From an optimization exercise on the open Yosys and OpenROAD flow, aimed at small area, a short achievable clock period and few clock cycles; shortcuts taken in it are not production practice. In this exercise RTL edits were held to simulation tests only and were not proved equivalent to the original. No activity file was given, so power comes from the tool's default toggle rates.

Setup of job 105:
==> flow/design.v <==
package fmap_pkg;
    localparam int PIXEL_W    = 16;
    localparam int MAP_W      = 16;
    localparam int SEG_PIXELS = 16;   
    localparam int MEM_ADDR_W = 32;
    localparam int MEM_DATA_W = 32;
    localparam int PX_ADDR_W  = 20;
    localparam int LEN_W      = 4;    
    typedef logic [PIXEL_W-1:0]    pixel_t;
    typedef logic [MEM_DATA_W-1:0] mem_word_t;
    typedef logic [MEM_ADDR_W-1:0] mem_addr_t;
    typedef logic [PX_ADDR_W-1:0]  px_addr_t;
    typedef logic [MAP_W-1:0]      sparsity_map_t;
    typedef logic [4:0] pop_count_t;
    typedef logic [8:0] dim_t;
    typedef logic [9:0] fmap_cnt_t;
endpackage
`timescale 1ns/100ps
module sparse_fmap_loader (
    input  logic                         clk,
    input  logic                         rst_n,
    input  logic                         start,
    input  fmap_pkg::mem_addr_t          cfg_read_addr,
    input  fmap_pkg::dim_t               cfg_width,
    input  fmap_pkg::dim_t               cfg_height,
    input  fmap_pkg::fmap_cnt_t          cfg_num_fmap,
    output logic                         mem_req,
    output fmap_pkg::mem_addr_t          mem_addr,
    output logic [fmap_pkg::LEN_W-1:0]   mem_len,
    input  logic                         mem_grant,
    input  fmap_pkg::mem_word_t          mem_din,
    input  logic                         mem_vld,
    input  logic                         mem_fin,
    output logic                         px_req,
    input  logic                         px_grant,
    output fmap_pkg::px_addr_t           px_addr,
    output logic                         px_wr_vld,
    output fmap_pkg::pixel_t             px_dout,
    output logic                         track_write,
    output fmap_pkg::px_addr_t           track_din,
    output logic                         busy,
    output logic                         done
);
    logic [4:0] cseg_m1;    
    logic [9:0] cfm;        
    logic [4:0] fcol;       
    logic [9:0] ffm;        
    logic [8:0] frow;       
    logic       fcol_z;
    logic       ffm_1;
    logic       f_last_row;
    logic       f_last_frame;
    assign fcol_z       = (fcol == 5'd0);
    assign ffm_1        = (ffm == 10'd1);
    assign f_last_row   = fcol_z && ffm_1;
    assign f_last_frame = f_last_row && (frow == 9'd1);
    typedef enum logic [2:0] {I_IDLE, I_MAP, I_MWAIT, I_PIX, I_SLOT} istate_t;
    istate_t istate;
    logic    accept;
    logic    map_acc;
    logic    a_carry;    
    logic    map_in;     
    logic    map_zero;   
    logic        n_valid;    
    logic        n_wv;       
    logic        n_ready;    
    logic        n_lr;       
    logic        n_lf;       
    logic [15:0] n_map;
    logic        n_odd;      
    logic [3:0]  n_len;
    logic        ret_pix;
    logic [31:0] wbuf [8];
    logic [7:0]  wq;         
    logic [7:0]  pq;         
    logic        hq;         
    logic [7:0]  pq_rot;
    logic        step_en;
    logic [11:0] nib;        
    logic [3:0]  pc_hi;      
    logic [3:0]  pc_lo;
    logic        map_in_q2;
    logic [4:0]  nib_sum;    
    logic [3:0]  len_q;      
    logic        map_in_q;
    logic [3:0]  freec;
    logic        wr;
    logic        adv;
    logic        bursting;   
    logic        b_empty;
    logic [15:0] b_map;      
    logic        b_lr;
    logic        b_lf;
    logic [3:0]  beat;
    logic        b_odd;      
    logic        bit_set;
    logic        bit_d;      
    logic        last_beat;  
    logic        b_load;
    logic        move;
    logic        can_pix;
    logic [15:0] seg_cnt;    
    logic [15:0] px_d;
    function automatic logic [2:0] ones4(input logic [3:0] n);
        ones4 = 3'(n[0]) + 3'(n[1]) + 3'(n[2]) + 3'(n[3]);
    endfunction
    assign nib_sum   = 5'(pc_hi) + 5'(pc_lo);
    assign len_q     = 4'((nib_sum + 5'd1) >> 1);
    assign accept    = mem_req && mem_grant;
    assign map_in    = mem_vld && !ret_pix;
    assign map_zero  = (mem_din[31:16] == 16'h0000);
    assign map_acc   = accept && (istate == I_MAP);
    assign wr        = mem_vld && ret_pix;
    assign b_empty   = !bursting && !px_req;
    assign bit_set   = b_map[15];
    assign b_load    = b_empty || last_beat;
    assign move      = (n_ready || (wr && mem_fin)) && b_load;
    assign adv    = bursting && ((bit_set && !hq) || (last_beat && hq));
    assign pq_rot = {pq[6:0], pq[7]};
    assign step_en  = bursting || (px_req && px_grant);
    assign can_pix = ({1'b0, n_len} <= freec) ||
                     (bursting && ({1'b0, n_len} + {4'd0, b_odd} <= {1'b0, beat} + 5'd3));
    always_comb begin
        px_d = 16'h0000;
        for (int i = 0; i < 8; i++) begin
            px_d = px_d | ({16{bit_d && pq[i] && !hq}} & wbuf[i][15:0])
                        | ({16{bit_d && pq[i] &&  hq}} & wbuf[i][31:16]);
        end
    end
    assign px_wr_vld = bursting;
    assign px_addr   = {seg_cnt, 4'b0000};
    assign track_din = {seg_cnt, 4'b0000};
    always_ff @(posedge clk) begin
        for (int i = 0; i < 8; i++) begin
            if (wr && wq[i]) wbuf[i] <= mem_din;
        end
        px_dout <= px_d;
        nib     <= {ones4(mem_din[31:28]), ones4(mem_din[27:24]),
                    ones4(mem_din[23:20]), ones4(mem_din[19:16])};
        pc_hi   <= 4'(nib[11:9]) + 4'(nib[8:6]);
        pc_lo   <= 4'(nib[5:3]) + 4'(nib[2:0]);
        if (map_in_q2) begin
            n_odd <= nib_sum[0];
            n_len <= len_q;
        end
    end
    always_ff @(posedge clk) begin
        if (start) begin
            cseg_m1 <= cfg_width[8:4] - {4'd0, cfg_width[3:0] == 4'd0};
            cfm     <= cfg_num_fmap;
        end
        if (start) begin
            fcol <= cfg_width[8:4] - {4'd0, cfg_width[3:0] == 4'd0};
            ffm  <= cfg_num_fmap;
            frow <= cfg_height;
        end else if (map_acc) begin
            if (!fcol_z) begin
                fcol <= fcol - 5'd1;
            end else begin
                fcol <= cseg_m1;
                if (!ffm_1) begin
                    ffm <= ffm - 10'd1;
                end else begin
                    ffm  <= cfm;
                    frow <= frow - 9'd1;
                end
            end
        end
        if (map_acc) begin
            n_lr <= f_last_row;
            n_lf <= f_last_frame;
        end
    end
    always_ff @(posedge clk or negedge rst_n) begin
        if (!rst_n) begin
            istate  <= I_IDLE;
            mem_req <= 1'b0;
        end else begin
            case (istate)
                I_IDLE: if (start) begin
                    mem_req <= 1'b1;
                    istate  <= I_MAP;
                end
                I_MAP: if (mem_grant) begin
                    mem_req <= 1'b0;
                    istate  <= I_MWAIT;
                end
                I_MWAIT: if (n_ready) begin
                    istate <= n_lf ? I_IDLE : I_SLOT;
                end else if ((map_in_q2 && (freec == 4'd8)) || (n_wv && can_pix)) begin
                    mem_req <= 1'b1;
                    istate  <= I_PIX;
                end
                I_PIX: if (mem_grant) begin
                    mem_req <= 1'b0;
                    istate  <= n_lf ? I_IDLE : I_SLOT;
                end
                I_SLOT: if (!n_valid || move) begin
                    mem_req <= 1'b1;
                    istate  <= I_MAP;
                end
                default: istate <= I_IDLE;
            endcase
        end
    end
    always_ff @(posedge clk) begin
        if (start && (istate == I_IDLE)) begin
            mem_addr <= cfg_read_addr;
            a_carry  <= 1'b0;
        end else begin
            if (accept) {a_carry, mem_addr[7:2]} <= {1'b0, mem_addr[7:2]} + {3'b000, mem_len};
            else a_carry <= 1'b0;
            if (a_carry) mem_addr[31:8] <= mem_addr[31:8] + 24'd1;
        end
        if (istate == I_MWAIT) mem_len <= map_in_q2 ? len_q : n_len;
        else if (istate != I_PIX) mem_len <= 4'd1;
    end
    always_ff @(posedge clk or negedge rst_n) begin
        if (!rst_n) begin
            n_valid <= 1'b0;
            n_wv    <= 1'b0;
            n_ready <= 1'b0;
            ret_pix <= 1'b0;
            map_in_q <= 1'b0;
            map_in_q2 <= 1'b0;
        end else begin
            map_in_q  <= map_in;
            map_in_q2 <= map_in_q;
            n_wv      <= ((map_in_q2 && n_valid) || n_wv) && !move;
            if (map_acc) n_valid <= 1'b1;
            if (mem_vld) begin
                if (!ret_pix) begin
                    n_ready <= map_zero;
                    ret_pix <= !map_zero;
                end else if (mem_fin) begin
                    n_ready <= 1'b1;
                    ret_pix <= 1'b0;
                end
            end
            if (move) begin
                n_valid <= 1'b0;
                n_ready <= 1'b0;
            end
        end
    end
    always_ff @(posedge clk) begin
        if (map_in) n_map <= mem_din[31:16];
    end
    always_ff @(posedge clk or negedge rst_n) begin
        if (!rst_n) begin
            wq    <= 8'd1;
            pq    <= 8'd1;
            hq    <= 1'b0;
            freec <= 4'd8;
        end else begin
            if (wr) wq <= {wq[6:0], wq[7]};
            if (last_beat) begin
                if (hq) pq <= pq_rot;
                hq <= 1'b0;
            end else if (step_en && bit_d) begin
                if (hq) pq <= pq_rot;
                hq <= !hq;
            end
            if (wr && !adv) freec <= freec - 4'd1;
            else if (adv && !wr) freec <= freec + 4'd1;
        end
    end
    always_ff @(posedge clk) begin
        if (start) seg_cnt <= '0;
        else if (last_beat) seg_cnt <= seg_cnt + 16'd1;
        if (b_load) b_odd <= n_odd;
        if (b_load) bit_d <= n_map[15];
        else if (px_req) bit_d <= px_grant ? b_map[14] : b_map[15];
        else bit_d <= b_map[13];
        if (b_load) begin
            b_map <= n_map;
            b_lr  <= n_lr;
            b_lf  <= n_lf;
        end else if (bursting) begin
            b_map <= {b_map[14:0], 1'b1};
        end
    end
    always_ff @(posedge clk or negedge rst_n) begin
        if (!rst_n) begin
            bursting    <= 1'b0;
            px_req      <= 1'b0;
            beat        <= '0;
            last_beat   <= 1'b0;
            track_write <= 1'b0;
            done        <= 1'b0;
            busy        <= 1'b0;
        end else begin
            track_write <= last_beat && b_lr;
            done        <= last_beat && b_lf;
            if (start) busy <= 1'b1;
            else if (done) busy <= 1'b0;
            if (bursting) beat <= beat + 4'd1;
            last_beat <= bursting && (beat == 4'd14);
            if (px_req && px_grant) begin
                px_req   <= 1'b0;
                bursting <= 1'b1;
            end
            if (last_beat) bursting <= 1'b0;
            if (move) px_req <= 1'b1;
        end
    end
endmodule
export LEC_CHECK = 0
export CAP_MARGIN = 20
export CORE_MARGIN = 2
export CORE_UTILIZATION = 60
export CTS_CLUSTER_DIAMETER = 100
export CTS_CLUSTER_SIZE = 25
export SETUP_SLACK_MARGIN = 3.3
export SLEW_MARGIN = 20
export BUFFER_PORTS_ARGS = -buffer_cell sky130_fd_sc_hd__buf_1
create_clock -name core_clock -period 5.5 [get_ports {clk}]
standard.sh (not shown) runs the stock make flow with config.mk's settings and CLKGATE_MAP_FILE= SYNTH_SCRIPT=/design/flow/synth_recipe.tcl, a recipe that flattens the netlist after the stock synthesis.
==> flow/flow/run.sh <==
#!/bin/bash
set -euo pipefail
echo 'export BUFFER_PORTS_ARGS = -buffer_cell sky130_fd_sc_hd__buf_1' >> config.mk
bash standard.sh > standard.log 2>&1
Testbench counts of job 105, summed over its fixed seeds: cycles 40,504.
diff inputs: job 105 => job 101
--- a/flow/design.v
+++ b/flow/design.v
@@ -42,18 +42,17 @@
     output logic                         done
 );
     logic [4:0] cseg_m1;    
-    logic [9:0] cfm;        
+    logic [9:0] cfm_m1;     
     logic [4:0] fcol;       
     logic [9:0] ffm;        
     logic [8:0] frow;       
-    logic       fcol_z;
-    logic       ffm_1;
+    logic       fcol_z;     
+    logic       ffm_z;      
+    logic       frow_z;     
     logic       f_last_row;
     logic       f_last_frame;
-    assign fcol_z       = (fcol == 5'd0);
-    assign ffm_1        = (ffm == 10'd1);
-    assign f_last_row   = fcol_z && ffm_1;
-    assign f_last_frame = f_last_row && (frow == 9'd1);
+    assign f_last_row   = fcol_z && ffm_z;
+    assign f_last_frame = f_last_row && frow_z;
     typedef enum logic [2:0] {I_IDLE, I_MAP, I_MWAIT, I_PIX, I_SLOT} istate_t;
     istate_t istate;
     logic    accept;
@@ -62,6 +61,7 @@
     logic    map_in;     
     logic    map_zero;   
     logic        n_valid;    
+    logic        n_have;     
     logic        n_wv;       
     logic        n_ready;    
     logic        n_lr;       
@@ -92,12 +92,14 @@
     logic        b_lr;
     logic        b_lf;
     logic [3:0]  beat;
+    logic        half;       
     logic        b_odd;      
     logic        bit_set;
     logic        bit_d;      
     logic        last_beat;  
     logic        b_load;
     logic        move;
+    logic        half_n;
     logic        can_pix;
     logic [15:0] seg_cnt;    
     logic [15:0] px_d;
@@ -115,7 +117,8 @@
     assign bit_set   = b_map[15];
     assign b_load    = b_empty || last_beat;
     assign move      = (n_ready || (wr && mem_fin)) && b_load;
-    assign adv    = bursting && ((bit_set && !hq) || (last_beat && hq));
+    assign half_n = bit_set ? ~half : half;
+    assign adv    = bursting && ((bit_set && half) || (last_beat && half_n));
     assign pq_rot = {pq[6:0], pq[7]};
     assign step_en  = bursting || (px_req && px_grant);
     assign can_pix = ({1'b0, n_len} <= freec) ||
@@ -146,23 +149,31 @@
     end
     always_ff @(posedge clk) begin
         if (start) begin
-            cseg_m1 <= cfg_width[8:4] - {4'd0, cfg_width[3:0] == 4'd0};
-            cfm     <= cfg_num_fmap;
+            cseg_m1 <= 5'((cfg_width - 9'd1) >> 4);
+            cfm_m1  <= cfg_num_fmap - 10'd1;
         end
         if (start) begin
-            fcol <= cfg_width[8:4] - {4'd0, cfg_width[3:0] == 4'd0};
-            ffm  <= cfg_num_fmap;
-            frow <= cfg_height;
+            fcol   <= 5'((cfg_width - 9'd1) >> 4);
+            ffm    <= cfg_num_fmap - 10'd1;
+            frow   <= cfg_height - 9'd1;
+            fcol_z <= (cfg_width <= 9'd16);
+            ffm_z  <= (cfg_num_fmap == 10'd1);
+            frow_z <= (cfg_height == 9'd1);
         end else if (map_acc) begin
             if (!fcol_z) begin
-                fcol <= fcol - 5'd1;
+                fcol   <= fcol - 5'd1;
+                fcol_z <= (fcol == 5'd1);
             end else begin
-                fcol <= cseg_m1;
-                if (!ffm_1) begin
-                    ffm <= ffm - 10'd1;
+                fcol   <= cseg_m1;
+                fcol_z <= (cseg_m1 == 5'd0);
+                if (!ffm_z) begin
+                    ffm   <= ffm - 10'd1;
+                    ffm_z <= (ffm == 10'd1);
                 end else begin
-                    ffm  <= cfm;
-                    frow <= frow - 9'd1;
+                    ffm    <= cfm_m1;
+                    ffm_z  <= (cfm_m1 == 10'd0);
+                    frow   <= frow - 9'd1;
+                    frow_z <= (frow == 9'd1);
                 end
             end
         end
@@ -218,6 +229,7 @@
     always_ff @(posedge clk or negedge rst_n) begin
         if (!rst_n) begin
             n_valid <= 1'b0;
+            n_have  <= 1'b0;
             n_wv    <= 1'b0;
             n_ready <= 1'b0;
             ret_pix <= 1'b0;
@@ -226,10 +238,11 @@
         end else begin
             map_in_q  <= map_in;
             map_in_q2 <= map_in_q;
-            n_wv      <= ((map_in_q2 && n_valid) || n_wv) && !move;
+            n_wv      <= ((map_in_q2 && n_have) || n_wv) && !move;
             if (map_acc) n_valid <= 1'b1;
             if (mem_vld) begin
                 if (!ret_pix) begin
+                    n_have  <= 1'b1;
                     n_ready <= map_zero;
                     ret_pix <= !map_zero;
                 end else if (mem_fin) begin
@@ -239,6 +252,7 @@
             end
             if (move) begin
                 n_valid <= 1'b0;
+                n_have  <= 1'b0;
                 n_ready <= 1'b0;
             end
         end
@@ -251,6 +265,7 @@
             wq    <= 8'd1;
             pq    <= 8'd1;
             hq    <= 1'b0;
+            half  <= 1'b0;
             freec <= 4'd8;
         end else begin
             if (wr) wq <= {wq[6:0], wq[7]};
@@ -261,6 +276,7 @@
                 if (hq) pq <= pq_rot;
                 hq <= !hq;
             end
+            if (bursting) half <= half_n && !last_beat;
             if (wr && !adv) freec <= freec - 4'd1;
             else if (adv && !wr) freec <= freec + 4'd1;
         end
[summary]
- For the logic gate share of total power, job 101 came in 0.9 points lower than job 105 did.
- In job 101, setup slack is higher than in job 105.
- Job 101 ends up with lower share of layout cells above drive strength 1 than job 105 does.
- Min count of plain and timing-repair buffers in the layout across job 101 and job 105: job 101
- Job 105 → job 101: final count of hold timing violations roughly the same; share of the final layout cell area in sequential cells decreased by 0.71 points relative to the old numbers.
- Run comparison: job 105 end point of the critical path mem_addr[26]; job 101 end point of the critical path mem_len[1]
Testbench counts of job 101, summed over its fixed seeds: cycles 40,504.

* * *

== job 7425 ==
Starts from the design.v that is shown in full above.
export LEC_CHECK = 0
export CAP_MARGIN = 20
export CORE_MARGIN = 2
export CORE_UTILIZATION = 60
export CTS_CLUSTER_DIAMETER = 100
export CTS_CLUSTER_SIZE = 30
export SETUP_SLACK_MARGIN = 3.3
export SLEW_MARGIN = 20
export BUFFER_PORTS_ARGS = -buffer_cell sky130_fd_sc_hd__buf_1
create_clock -name core_clock -period 5.5 [get_ports {clk}]
Scripts as last shown in full above: flow/flow/run.sh
Job 7425 finished end to end and its layout was clean on timing, DRC and antenna.
Testbench counts of job 7425, summed over its fixed seeds: cycles 40,504.
What job 594 does differently from job 7425 at the input level:
--- a/flow/design.v
+++ b/flow/design.v
@@ -208,12 +208,12 @@
             mem_addr <= cfg_read_addr;
             a_carry  <= 1'b0;
         end else begin
-            if (accept) {a_carry, mem_addr[7:2]} <= {1'b0, mem_addr[7:2]} + {3'b000, mem_len};
-            else a_carry <= 1'b0;
-            if (a_carry) mem_addr[31:8] <= mem_addr[31:8] + 24'd1;
+            {a_carry, mem_addr[7:2]} <= {1'b0, mem_addr[7:2]} + {3'b000, accept ? mem_len : 4'd0};
+            mem_addr[31:8] <= mem_addr[31:8] + {23'd0, a_carry};
         end
         if (istate == I_MWAIT) mem_len <= map_in_q2 ? len_q : n_len;
-        else if (istate != I_PIX) mem_len <= 4'd1;
+        else if (istate == I_PIX) mem_len <= n_len;
+        else mem_len <= 4'd1;
     end
     always_ff @(posedge clk or negedge rst_n) begin
         if (!rst_n) begin
### Flow results
Per the final summary, job 594 finished and its layout is clean on timing, DRC and antenna.
Job 594 against job 7425: global-route wire length before repair moved up; required time reported for the critical path endpoint +1.54 ns; wire length decreased 0.98%.
Transition time at the pin with the least slew margin in job 594 vs job 7425: up 0.029 ns
On global-route usage: job 594 sits above job 7425.
Run comparison: job 7425 launch point of the critical path mem_addr[26]; job 594 launch point of the critical path pc_hi[0]
In terms of clock-cell share of area, job 7425 and job 594 differ only marginally.
Est. power | job 594 vs job 7425 | job 594 lower
Relative to job 7425, the routed via count divided by cell count of job 594 is higher by about 1%.
Via count of job 594 exceeds that of job 7425 slightly.
Diff job 7425..job 594 | clock skew | negligible
Job 594 vs. job 7425: initial core utilization went down by 0.21 points.
The run showing the greater utilization after layout is job 7425.
End of the critical path = mem_addr[26]: job 7425; end of the critical path = n_len[3]: job 594
Testbench counts of job 594, summed over its fixed seeds: cycles 40,504.

==> static timing again, ports no longer ideal <==
In the flow no input, the clock included, has a driving cell. The finished layouts below were timed again as built, in two steps. Step 1, drivers: a clkbuf_16 drives clk and a buf_2 each remaining input, both assumed. Step 2 times the ports against the registers' clock, not the clock port: input delays grow and output delays shrink by t, the midpoint of the rising clock arrivals with the driver on. Slacks: ideal / step 1 / step 2; pairs: ideal / step 1.
run | t, ns | slack for setup (ns) | worst data-port slew with drivers (ns)
job 105 | 0.604 | 3.214 / 3.157 / 2.733 | 0.07
job 101 | 0.590 | 3.255 / 3.202 / 2.768 | 0.08
job 7425 | 0.589 | 3.220 / 3.167 / 2.761 | 0.08
job 594 | 0.601 | 3.286 / 3.232 / 2.775 | 0.07
After both steps every run listed still meets setup and hold. For job 594, which loses most, drivers alone change the setup slack by -0.054 ns; drivers and shift together by -0.511 ns.
